This design comes from an exercise in tuning for small area, a short achievable clock period and few clock cycles on the open sky130 flow, not from production work. At most, simulation tests tie the RTL to the original design; equivalence was not proved. Power figures rest on the tool's default switching activity, not on a simulated workload.

// tsp_top
module tsp_top #(
	parameter int coord_bits = tsp_pkg::coord_bits_default,
	parameter int node_addr_bits = tsp_pkg::node_addr_bits_default
) (
	input  wire                                clk,
	input  wire                                rst,
	input  wire  [7:0]                         specdata,
	input  wire                                has_specdata,
	output logic                               ready_to_read,
	output logic [coord_bits+node_addr_bits:0] tour_length,
	output logic                               tour_valid
);
	localparam int len_bits = coord_bits + node_addr_bits + 1;
	localparam int lo_bits = 11;
	localparam int hi_bits = len_bits - lo_bits;
	localparam logic [2:0] st_hdr_start = 3'd0;  
	localparam logic [2:0] st_hdr_n     = 3'd1;  
	localparam logic [2:0] st_hdr_skip  = 3'd2;  
	localparam logic [2:0] st_hdr_no    = 3'd3;  
	localparam logic [2:0] st_coord     = 3'd4;  
	localparam logic [2:0] st_eof       = 3'd5;  
	logic take;
	logic b_v;          
	logic b_digit;
	logic b_cr;
	logic b_n;
	logic b_o;
	logic b_e;
	logic [3:0] b_d;
	assign take = has_specdata & ready_to_read;
	always_ff @(posedge clk) begin
		if (rst) begin
			ready_to_read <= 1'b0;
			b_v <= 1'b0;
		end else begin
			ready_to_read <= 1'b1;
			b_v <= take && specdata != tsp_pkg::char_lf;
		end
	end
	always_ff @(posedge clk) begin
		b_digit <= (specdata >= tsp_pkg::char_zero) && (specdata <= tsp_pkg::char_nine);
		b_cr <= specdata == tsp_pkg::char_cr;
		b_n <= specdata == tsp_pkg::char_n;
		b_o <= specdata == tsp_pkg::char_o;
		b_e <= specdata == tsp_pkg::char_e;
		b_d <= specdata[3:0];
	end
	logic [2:0] state;
	logic in_num;
	logic [1:0] field_cnt;
	logic first;
	logic close_x;
	logic close_y;
	logic [coord_bits-1:0] acc_s;
	logic [coord_bits-1:0] acc_c;
	logic [coord_bits-1:0] r;
	logic [coord_bits-1:0] fa;
	logic [coord_bits-1:0] fb;
	logic digit;
	logic field_close;
	logic data_leg;
	logic leg;
	logic eof_cr;
	logic in_num_next;
	logic [coord_bits-1:0] row1_a, row1_b, row1_c, row1_s, row1_k;
	logic [coord_bits-1:0] row2_c, row2_s, row2_k;
	assign row1_a = {acc_s[coord_bits-2:0], 1'b0};
  ...
export LEC_CHECK = 0
export ABC_AREA = 1
export CAP_MARGIN = 20
export CORE_MARGIN = 2
export CORE_UTILIZATION = 40
export CTS_BUF_LIST = sky130_fd_sc_hd__clkbuf_4 sky130_fd_sc_hd__clkbuf_8
export SETUP_SLACK_MARGIN = 3.3
export SLEW_MARGIN = 20
create_clock -name core_clock -period 5.0 [get_ports {clk}]
standard.sh (not shown) runs the stock make flow with config.mk's settings and CLKGATE_MAP_FILE= SYNTH_SCRIPT=/design/flow/synth_recipe.tcl, a recipe that flattens the netlist after the stock synthesis.
==> flow/flow/run.sh <==
#!/bin/bash
# Layout flow: the standard ORFS flow, with the port buffers inserted
# during global placement made from sky130_fd_sc_hd__buf_2 cells instead of
# the delay-cell buffers buffer_ports picks by default. Everything else is
# the standard flow (standard.sh), including its synthesis.
set -euo pipefail
export BUFFER_PORTS_ARGS="-buffer_cell sky130_fd_sc_hd__buf_2"
bash standard.sh > standard_flow.log 2>&1
The baseline finished clean.
Testbench counts at the start, summed over its fixed seeds: cycles 19,607.
Next try:
Settings changed: ABC_AREA 1 to unset, SETUP_SLACK_MARGIN 3.3 to 2.6.
Final area shrinks by 18%.
Routed wire length came out lower by 23%.
Hold slack improves by 0.022 ns.

========
tsp_top, a different RTL version from the one above (not shown whole).
Size in the first run: about 640 cells after synthesis, about 140 flip-flops, ~34 I/O pins, ~7300 um2 of cells after synthesis.
clock: 5.0 ns
lec_check: 0
abc_clock_period_in_ps: 1500
cap_margin: 20
core_margin: 2
core_utilization: 40
setup_slack_margin: 3.0
slew_margin: 20
run.sh (not shown) runs the stock make flow with config.mk's settings and CLKGATE_MAP_FILE= SYNTH_SCRIPT=/design/flow/synth_recipe.tcl, a recipe that flattens the netlist after the stock synthesis.
Stock flow here: none of the scripts above is used.
The baseline completed without violations.
Edit:
- ABC_CLOCK_PERIOD_IN_PS: 1500 -> unset
Outcome: The changed run completed without violations; global-route usage stays the same; power does not change; final area does not change; register-to-register slack is about the same; routed wire length stays the same; core utilization is unchanged; sequential cell count is unchanged; clock power barely changes.
Edit:
- ABC_CLOCK_PERIOD_IN_PS: unset -> 1500
- CTS_BUF_LIST: unset -> sky130_fd_sc_hd__clkbuf_4 sky130_fd_sc_hd__clkbuf_8
- SETUP_SLACK_MARGIN: 3.0 -> unset
After rerunning:
- The changed run went through all stages and came out clean
- sequential share of layout area rose by 6.0 points
- via count fell by 5.2%
- die area stays the same
- register-to-register slack is worse by 0.44 ns
- clock skew rose by 0.0058 ns
- global-route usage fell by 1.2 points
- wire length fell by 10%
- maximum frequency fell by 13%
- non-clock buffer count fell by 54
- cell area fell by 13%
No run of this note included a check of the RTL's function; only the layout flow was run.

========
build 77:
Another version of the RTL of tsp_top (not shown whole).
Size: about 34 I/O pins, roughly 7100 µm² of cells after synthesis.
Settings: LEC_CHECK=0, ABC_AREA=1, CAP_MARGIN=20, CORE_MARGIN=2, CORE_UTILIZATION=50, GPL_TIMING_DRIVEN=0, SETUP_SLACK_MARGIN=3.0, SLEW_MARGIN=20; clock period 5.0 ns.
standard.sh (not shown) runs the stock make flow with config.mk's settings and CLKGATE_MAP_FILE= SYNTH_SCRIPT=/design/flow/synth_recipe.tcl, a recipe that flattens the netlist after the stock synthesis.
==> flow/flow/run.sh <==
#!/bin/bash
# Layout flow: the standard ORFS flow (standard.sh) with these changes:
#  - synthesis maps adders with ABC like the rest of the logic instead of
#    extracting them into the library's full/half-adder cells, which are slow
#    (ADDER_MAP_FILE empty);
#  - the final ABC mapping of synthesis runs flow/abc.script instead of ORFS's
#    abc_area.script (synth_abc.tcl swaps the script, then runs the standard flow's own
#    synth_recipe.tcl unchanged, so registers and their names are unchanged);
#  - the port buffers inserted during global placement are
#    sky130_fd_sc_hd__buf_2 instead of the delay-cell buffers buffer_ports
#    picks by default;
#  - clock tree synthesis uses a clkbuf_16 root buffer and clkbuf_8 for the
#    rest of the tree (the same arguments as the standard flow otherwise).
set -euo pipefail
here=$(pwd)
export ADDER_MAP_FILE=
export BUFFER_PORTS_ARGS="-buffer_cell sky130_fd_sc_hd__buf_2"
export CTS_ARGS="-sink_clustering_enable -repair_clock_nets -root_buf sky130_fd_sc_hd__clkbuf_16 -buf_list {sky130_fd_sc_hd__clkbuf_8}"
export MY_ABC_SCRIPT="$here/flow/abc.script"
export FLOW_SYNTH_TCL="$here/synth_recipe.tcl"
sed "s|SYNTH_SCRIPT=[^ ]*|SYNTH_SCRIPT=$here/flow/synth_abc.tcl|" standard.sh > standard_abc.sh
grep -q "SYNTH_SCRIPT=$here/flow/synth_abc.tcl" standard_abc.sh
bash standard_abc.sh > standard_flow.log 2>&1
==> flow/flow/abc.script <==
strash
dch
map -a
topo
stime -c
buffer -c
upsize -c
dnsize -c
==> flow/flow/synth_abc.tcl <==
# Runs the standard flow's synthesis script (synth_recipe.tcl) with one change: the abc
# call that maps the logic to cells uses the script in MY_ABC_SCRIPT.
proc abc {args} {
  set out {}
  set skip 0
  foreach a $args {
    if {$skip} { set skip 0; continue }
    if {$a eq "-script"} { lappend out -script $::env(MY_ABC_SCRIPT); set skip 1; continue }
    lappend out $a
  }
  puts "abc with $::env(MY_ABC_SCRIPT)"
  yosys abc {*}$out
}
source $::env(FLOW_SYNTH_TCL)
Build 77 completed; timing, DRC and antenna clean
Testbench counts of build 77, summed over its fixed seeds: cycles 19,615.
#### Input delta (build 85 over build 77)
- PLACE_DENSITY: unset -> 0.75
- GPL_TIMING_DRIVEN: 0 -> unset
==> flow/flow/run.sh <==
#!/bin/bash
# Layout flow: the standard ORFS flow (standard.sh) with these changes:
#  - synthesis maps adders with ABC like the rest of the logic instead of
#    extracting them into the library's full/half-adder cells, which are slow
#    (ADDER_MAP_FILE empty; registers and their names are unchanged);
#  - the port buffers inserted during global placement are
#    sky130_fd_sc_hd__buf_2 instead of the delay-cell buffers buffer_ports
#    picks by default;
#  - clock tree synthesis uses a clkbuf_16 root buffer and clkbuf_8 for the
#    rest of the tree (the same arguments as the standard flow otherwise).
set -euo pipefail
export ADDER_MAP_FILE=
export BUFFER_PORTS_ARGS="-buffer_cell sky130_fd_sc_hd__buf_2"
export CTS_ARGS="-sink_clustering_enable -repair_clock_nets -root_buf sky130_fd_sc_hd__clkbuf_16 -buf_list {sky130_fd_sc_hd__clkbuf_8}"
bash standard.sh > standard_flow.log 2>&1
removed: flow/flow/abc.script
removed: flow/flow/synth_abc.tcl
[summary]
Build 85: flow completed, timing, DRC and antenna clean. Going from build 77 to build 85, the count of inverters not on the clock network in the layout was found to have gone up by 11. Global-route usage in build 85 is 1.0 points lower than in build 77. Compared with build 77, in build 85 die area moved up; synthesized cell count moved up; detailed-routing iteration count for the pre-antenna-repair pass level. Comparing build 77 and build 85, the higher worst slew margin relative to its limit is on build 85. Summary — detailed route wirelength on metal3, build 85 relative to build 77: higher, by 5.4%. Worst supply voltage drop on vdd delta for build 85 relative to build 77: 0.017 mV lower. Per the comparison of build 85 with build 77, minimum period implied by the final worst setup slack now sits lower, port buffer count now sits higher, buffer count excluding the clock tree in the final layout now sits lower.
Input changes introduced in build 28 (baseline for comparison: build 85):
- PLACE_DENSITY: 0.75 -> unset
- GPL_TIMING_DRIVEN: unset -> 0
--- a/flow/flow/run.sh
+++ b/flow/flow/run.sh
@@ -3,5 +3,8 @@
 #  - synthesis maps adders with ABC like the rest of the logic instead of
 #    extracting them into the library's full/half-adder cells, which are slow
-#    (ADDER_MAP_FILE empty; registers and their names are unchanged);
+#    (ADDER_MAP_FILE empty);
+#  - the final ABC mapping of synthesis runs flow/abc.script instead of ORFS's
+#    abc_area.script (synth_abc.tcl swaps the script, then runs the standard flow's own
+#    synth_recipe.tcl unchanged, so registers and their names are unchanged);
 #  - the port buffers inserted during global placement are
 #    sky130_fd_sc_hd__buf_2 instead of the delay-cell buffers buffer_ports
@@ -10,6 +13,11 @@
 #    rest of the tree (the same arguments as the standard flow otherwise).
 set -euo pipefail
+here=$(pwd)
 export ADDER_MAP_FILE=
 export BUFFER_PORTS_ARGS="-buffer_cell sky130_fd_sc_hd__buf_2"
 export CTS_ARGS="-sink_clustering_enable -repair_clock_nets -root_buf sky130_fd_sc_hd__clkbuf_16 -buf_list {sky130_fd_sc_hd__clkbuf_8}"
-bash standard.sh > standard_flow.log 2>&1
+export MY_ABC_SCRIPT="$here/flow/abc.script"
+export FLOW_SYNTH_TCL="$here/synth_recipe.tcl"
+sed "s|SYNTH_SCRIPT=[^ ]*|SYNTH_SCRIPT=$here/flow/synth_abc.tcl|" standard.sh > standard_abc.sh
+grep -q "SYNTH_SCRIPT=$here/flow/synth_abc.tcl" standard_abc.sh
+bash standard_abc.sh > standard_flow.log 2>&1
==> flow/flow/abc.script (new file) <==
strash
dch
map -B 0.9
strash
dch
map -B 0.9
strash
dch
map -B 0.9
topo
stime -c
buffer -c
upsize -c
dnsize -c
==> flow/flow/synth_abc.tcl (new file) <==
# Runs the standard flow's synthesis script (synth_recipe.tcl) with one change: the abc
# call that maps the logic to cells uses the script in MY_ABC_SCRIPT.
proc abc {args} {
  set out {}
  set skip 0
  foreach a $args {
    if {$skip} { set skip 0; continue }
    if {$a eq "-script"} { lappend out -script $::env(MY_ABC_SCRIPT); set skip 1; continue }
    lappend out $a
  }
  puts "abc with $::env(MY_ABC_SCRIPT)"
  yosys abc {*}$out
}
source $::env(FLOW_SYNTH_TCL)
Notes after the runs:
Re post-route worst hold slack: build 28 is 0.011 ns up on build 85.
Relative to build 85, the power density over cell area measured on build 28 has decreased by a few percent.
On build 28: overall power of the completed layout is 5.7% lower than what build 85 gave.
Combinational group share of total power: build 28 vs build 85 down 6.2 points
Build 28 vs. build 85: aggregate routed wire length grew by 1.2%; starting utilization of the core area went up 1.2 points.
As far as fraction of synthesis flops using an asynchronous set or reset pin goes, build 28 and build 85 are indistinguishable; the numbers are identical.
Build 85 has a lower met2 capacity usage during global routing than build 28.
Build 85 -> build 28: post-synthesis instance area flat
Input changes introduced in build 35 (baseline for comparison: build 28):
- swapping 3.0 for 2.95 in SETUP_SLACK_MARGIN
==> flow/flow/run.sh <==
#!/bin/bash
# Layout flow: the standard ORFS flow (standard.sh) with these changes:
#  - synthesis maps adders with ABC like the rest of the logic instead of
#    extracting them into the library's full/half-adder cells, which are slow
#    (ADDER_MAP_FILE empty; registers and their names are unchanged);
#  - the port buffers inserted during global placement are
#    sky130_fd_sc_hd__buf_2 instead of the delay-cell buffers buffer_ports
#    picks by default;
#  - clock tree synthesis uses a clkbuf_16 root buffer and clkbuf_8 for the
#    rest of the tree (the same arguments as the standard flow otherwise).
set -euo pipefail
export ADDER_MAP_FILE=
export BUFFER_PORTS_ARGS="-buffer_cell sky130_fd_sc_hd__buf_2"
export CTS_ARGS="-sink_clustering_enable -repair_clock_nets -root_buf sky130_fd_sc_hd__clkbuf_16 -buf_list {sky130_fd_sc_hd__clkbuf_8}"
bash standard.sh > standard_flow.log 2>&1
removed: flow/flow/abc.script
removed: flow/flow/synth_abc.tcl
Notes after the runs:
As of build 35, final wirelength had fallen slightly compared to build 28.
Diff build 28 -> build 35: multi-input combinational cell area went up about 0.8%, final weighted congestion of routability-driven global placement lost about 5%, final area saw an increase.
Between build 28 and build 35, arrival time reported for the critical path endpoint increased.
Build 35 went all the way through synthesis, placement and routing and the layout is clean on timing, DRC and antenna.
Build 35 gives less effective utilization at floorplan than build 28 did.
Taking build 28 as the reference point, the non-clock buffer total of the final layout of build 35 falls by 3.

========
sierra:
tsp_top with an RTL version that a note above also has.
Size: roughly 980 cells after synthesis, about 0.0089 mm2 of cells after synthesis.
## tsp_top
module tsp_top #(
	parameter int coord_bits = tsp_pkg::coord_bits_default,
	parameter int node_addr_bits = tsp_pkg::node_addr_bits_default
) (
	input  wire                                clk,
	input  wire                                rst,
	input  wire  [7:0]                         specdata,
	input  wire                                has_specdata,
	output logic                               ready_to_read,
	output logic [coord_bits+node_addr_bits:0] tour_length,
	output logic                               tour_valid
);
clock: 5.0 ns
lec_check: 0
abc_area: 1
cap_margin: 20
core_margin: 2
core_utilization: 40
cts_buf_list: sky130_fd_sc_hd__clkbuf_4 sky130_fd_sc_hd__clkbuf_8
setup_slack_margin: 3.0
slew_margin: 20
==> flow/flow/run.sh <==
#!/bin/bash
# Layout flow: the standard ORFS flow, with the port buffers inserted
# during global placement made from sky130_fd_sc_hd__buf_2 cells instead of
# the delay-cell buffers buffer_ports picks by default. Everything else is
# the standard flow (standard.sh), including its synthesis.
set -euo pipefail
export BUFFER_PORTS_ARGS="-buffer_cell sky130_fd_sc_hd__buf_2"
bash standard.sh > standard_flow.log 2>&1
Testbench counts of sierra, summed over its fixed seeds: cycles 19,607.
> inputs changed (sierra -> yarrow)
==> flow/config.mk <==
export PLATFORM = sky130hd
export DESIGN_NAME = tsp_top
export DESIGN_NICKNAME = tsp_top
export VERILOG_FILES = /design/flow/design.v
export SDC_FILE = /design/flow/constraint.sdc
export NUM_CORES = 4
export LEC_CHECK = 0
export CAP_MARGIN = 20
export CORE_MARGIN = 2
export CORE_UTILIZATION = 40
export CTS_BUF_LIST = sky130_fd_sc_hd__clkbuf_4 sky130_fd_sc_hd__clkbuf_8
export CTS_CLUSTER_DIAMETER = 100
export CTS_CLUSTER_SIZE = 40
export SETUP_SLACK_MARGIN = 2.6
export SLEW_MARGIN = 20
## What came out
- Clock group share of total power up 6.8 points in yarrow wrt sierra
- [yarrow vs sierra] initial standard-cell utilization of the core: higher in yarrow
- Looking at area overhead of the layout relative to synthesis, yarrow sits 1.1 points lower than sierra does.
- Number of filler instances in the final layout: yarrow < sierra
- In yarrow the count of mapped cells out of synthesis turned out about 30% lower than in sierra.
- Run comparison: yarrow endpoint of the worst setup timing path mag[11]; sierra endpoint of the worst setup timing path acc_s[6]
- sierra has higher cell area after placement than yarrow.
- In yarrow relative to sierra, global-route wire length before repair had gone down by more than 10%.
- In the reports for yarrow and sierra, the smaller utilization belongs to yarrow.
- yarrow reports a higher parity-gate share of the synthesized area counting xor and xnor cells than sierra does.
- Compared with sierra, yarrow shows number of nets produced by synthesis that has gone down by more than a quarter.
For raven, these inputs were changed with respect to yarrow:
-- flow/config.mk --
<<< yarrow, line 7
export LEC_CHECK = 0
export CAP_MARGIN = 20
>>> raven, line 7
export LEC_CHECK = 0
export ABC_AREA = 1
export CAP_MARGIN = 20
<<< yarrow, line 11
export CTS_BUF_LIST = sky130_fd_sc_hd__clkbuf_4 sky130_fd_sc_hd__clkbuf_8
export CTS_CLUSTER_DIAMETER = 100
export CTS_CLUSTER_SIZE = 40
export SETUP_SLACK_MARGIN = 2.6
>>> raven, line 12
export CTS_BUF_LIST = sky130_fd_sc_hd__clkbuf_4 sky130_fd_sc_hd__clkbuf_8
export SETUP_SLACK_MARGIN = 2.6
Results
- Sequential share of cell area down 2.2 points in raven wrt yarrow
- Diff yarrow -> raven: vertical extent of the die rose 4.6 um, power rose 14%, maximum fanout encountered on the critical timing path fell 2.
- raven supports a higher top clock frequency than yarrow.
- Side by side, routed wire length on met2 turned out higher in raven than in yarrow.
- The critical path startpoint comes out r[0] in one run and acc_s[5] in the other, namely in yarrow and raven respectively.
- The run with more routed wire is raven, not yarrow.
- Per the comparison of raven with yarrow, area of all placed cells without fillers climbed about 4.7%, worst reg-to-reg setup slack climbed 0.28 ns, post-layout minimum cycle time dropped 0.28 ns.
- XOR/XNOR share of the synthesized area ended up 3.2 points lower on raven than on yarrow.
What pepper does differently from raven at the input level:
==> flow/flow/run.sh <==
#!/bin/bash
# Layout flow: the standard ORFS flow (standard.sh) with two changes:
#  - synthesis maps adders with ABC like the rest of the logic instead of
#    extracting them into the library's full/half-adder cells, which are slow
#    (ADDER_MAP_FILE empty; registers and their names are unchanged);
#  - the port buffers inserted during global placement are
#    sky130_fd_sc_hd__buf_2 instead of the delay-cell buffers buffer_ports
#    picks by default.
set -euo pipefail
export ADDER_MAP_FILE=
export BUFFER_PORTS_ARGS="-buffer_cell sky130_fd_sc_hd__buf_2"
export CTS_ARGS="-sink_clustering_enable -repair_clock_nets -root_buf sky130_fd_sc_hd__clkbuf_16 -buf_list {sky130_fd_sc_hd__clkbuf_8}"
bash standard.sh > standard_flow.log 2>&1
-- flow/config.mk --
<<< raven, line 10
export CORE_MARGIN = 2
export CORE_UTILIZATION = 40
export CTS_BUF_LIST = sky130_fd_sc_hd__clkbuf_4 sky130_fd_sc_hd__clkbuf_8
export SETUP_SLACK_MARGIN = 2.6
export SLEW_MARGIN = 20
>>> pepper, line 10
export CORE_MARGIN = 2
export CORE_UTILIZATION = 50
export SETUP_SLACK_MARGIN = 3.0
export SLEW_MARGIN = 20
==> comparison <==
Diff raven..pepper | share of final layout cell area taken by clock buffers and inverters | negligible
raven → pepper: sequential share of layout area climbed 0.26 points, vertical die dimension dropped 10%.
pepper vs raven on floorplan die width: pepper is the lower one.
Of pepper and raven, it is pepper that has the higher final net count.
In pepper the clock-buffer cell count turned out 1 lower than in raven.
Diff pepper..raven | number of port buffers | unchanged
Post-route clock period utilization is lower on pepper
raven -> pepper: fmax increased by a little under 10%

[what the ideal ports hide]
Ports are ideal in the flow. The routed layouts listed here were re-timed in OpenROAD.
Step 1, drivers: a clkbuf_16 drives clk and a buf_2 each remaining input, both assumed.
Step 2, shift: input delay + t, output delay - t, t = (earliest + latest rising clock arrival at the registers) / 2. This alone moves slack from input paths to output paths.
a / b / c = no drivers / after step 1 / after step 2; a / b = the first two.
| run | t (ns) | setup slack, ns | worst setup path after step 2 | latest minus earliest clock arrival (ns) | worst register clock-pin slew, ns |
|---|---|---|---|---|---|
| the first run of note 1 | 0.492 | 3.064 / 3.025 / 3.083 | register to register | 0.016 / 0.017 | 0.10 / 0.10 |
| the second run of note 1 | 0.480 | 2.650 / 2.650 / 2.650 | register to register | 0.017 / 0.017 | 0.11 / 0.11 |
| the first run of note 2 | 0.455 | 1.938 / 1.938 / 1.938 | register to register | 0.009 / 0.008 | 0.07 / 0.07 |
| the second run of note 2 | 0.455 | 1.938 / 1.938 / 1.938 | register to register | 0.009 / 0.008 | 0.07 / 0.07 |
| the third run of note 2 | 0.467 | 1.497 / 1.497 / 1.497 | register to register | 0.014 / 0.014 | 0.09 / 0.09 |
| build 77 | 0.407 | 2.494 / 2.494 / 2.494 | register to register | 0.019 / 0.018 | 0.09 / 0.09 |
| build 85 | 0.417 | 3.047 / 3.037 / 3.047 | register to register | 0.013 / 0.014 | 0.09 / 0.09 |
| build 28 | 0.420 | 3.074 / 3.032 / 2.926 | input to register | 0.018 / 0.018 | 0.10 / 0.10 |
| build 35 | 0.420 | 3.025 / 3.012 / 3.025 | register to register | 0.015 / 0.014 | 0.09 / 0.09 |
| sierra | 0.482 | 3.009 / 3.009 / 3.009 | register to register | 0.019 / 0.019 | 0.10 / 0.10 |
| yarrow | 0.480 | 2.650 / 2.650 / 2.650 | register to register | 0.017 / 0.017 | 0.11 / 0.11 |
| raven | 0.483 | 2.926 / 2.899 / 2.926 | register to register | 0.020 / 0.019 | 0.10 / 0.10 |
| pepper | 0.419 | 3.062 / 3.021 / 3.180 | register to register | 0.015 / 0.015 | 0.10 / 0.10 |
After both steps setup and hold are still met in every run listed. The setup slack of build 28, which loses most, moves by -0.042 ns with the drivers and by -0.148 ns with both steps.
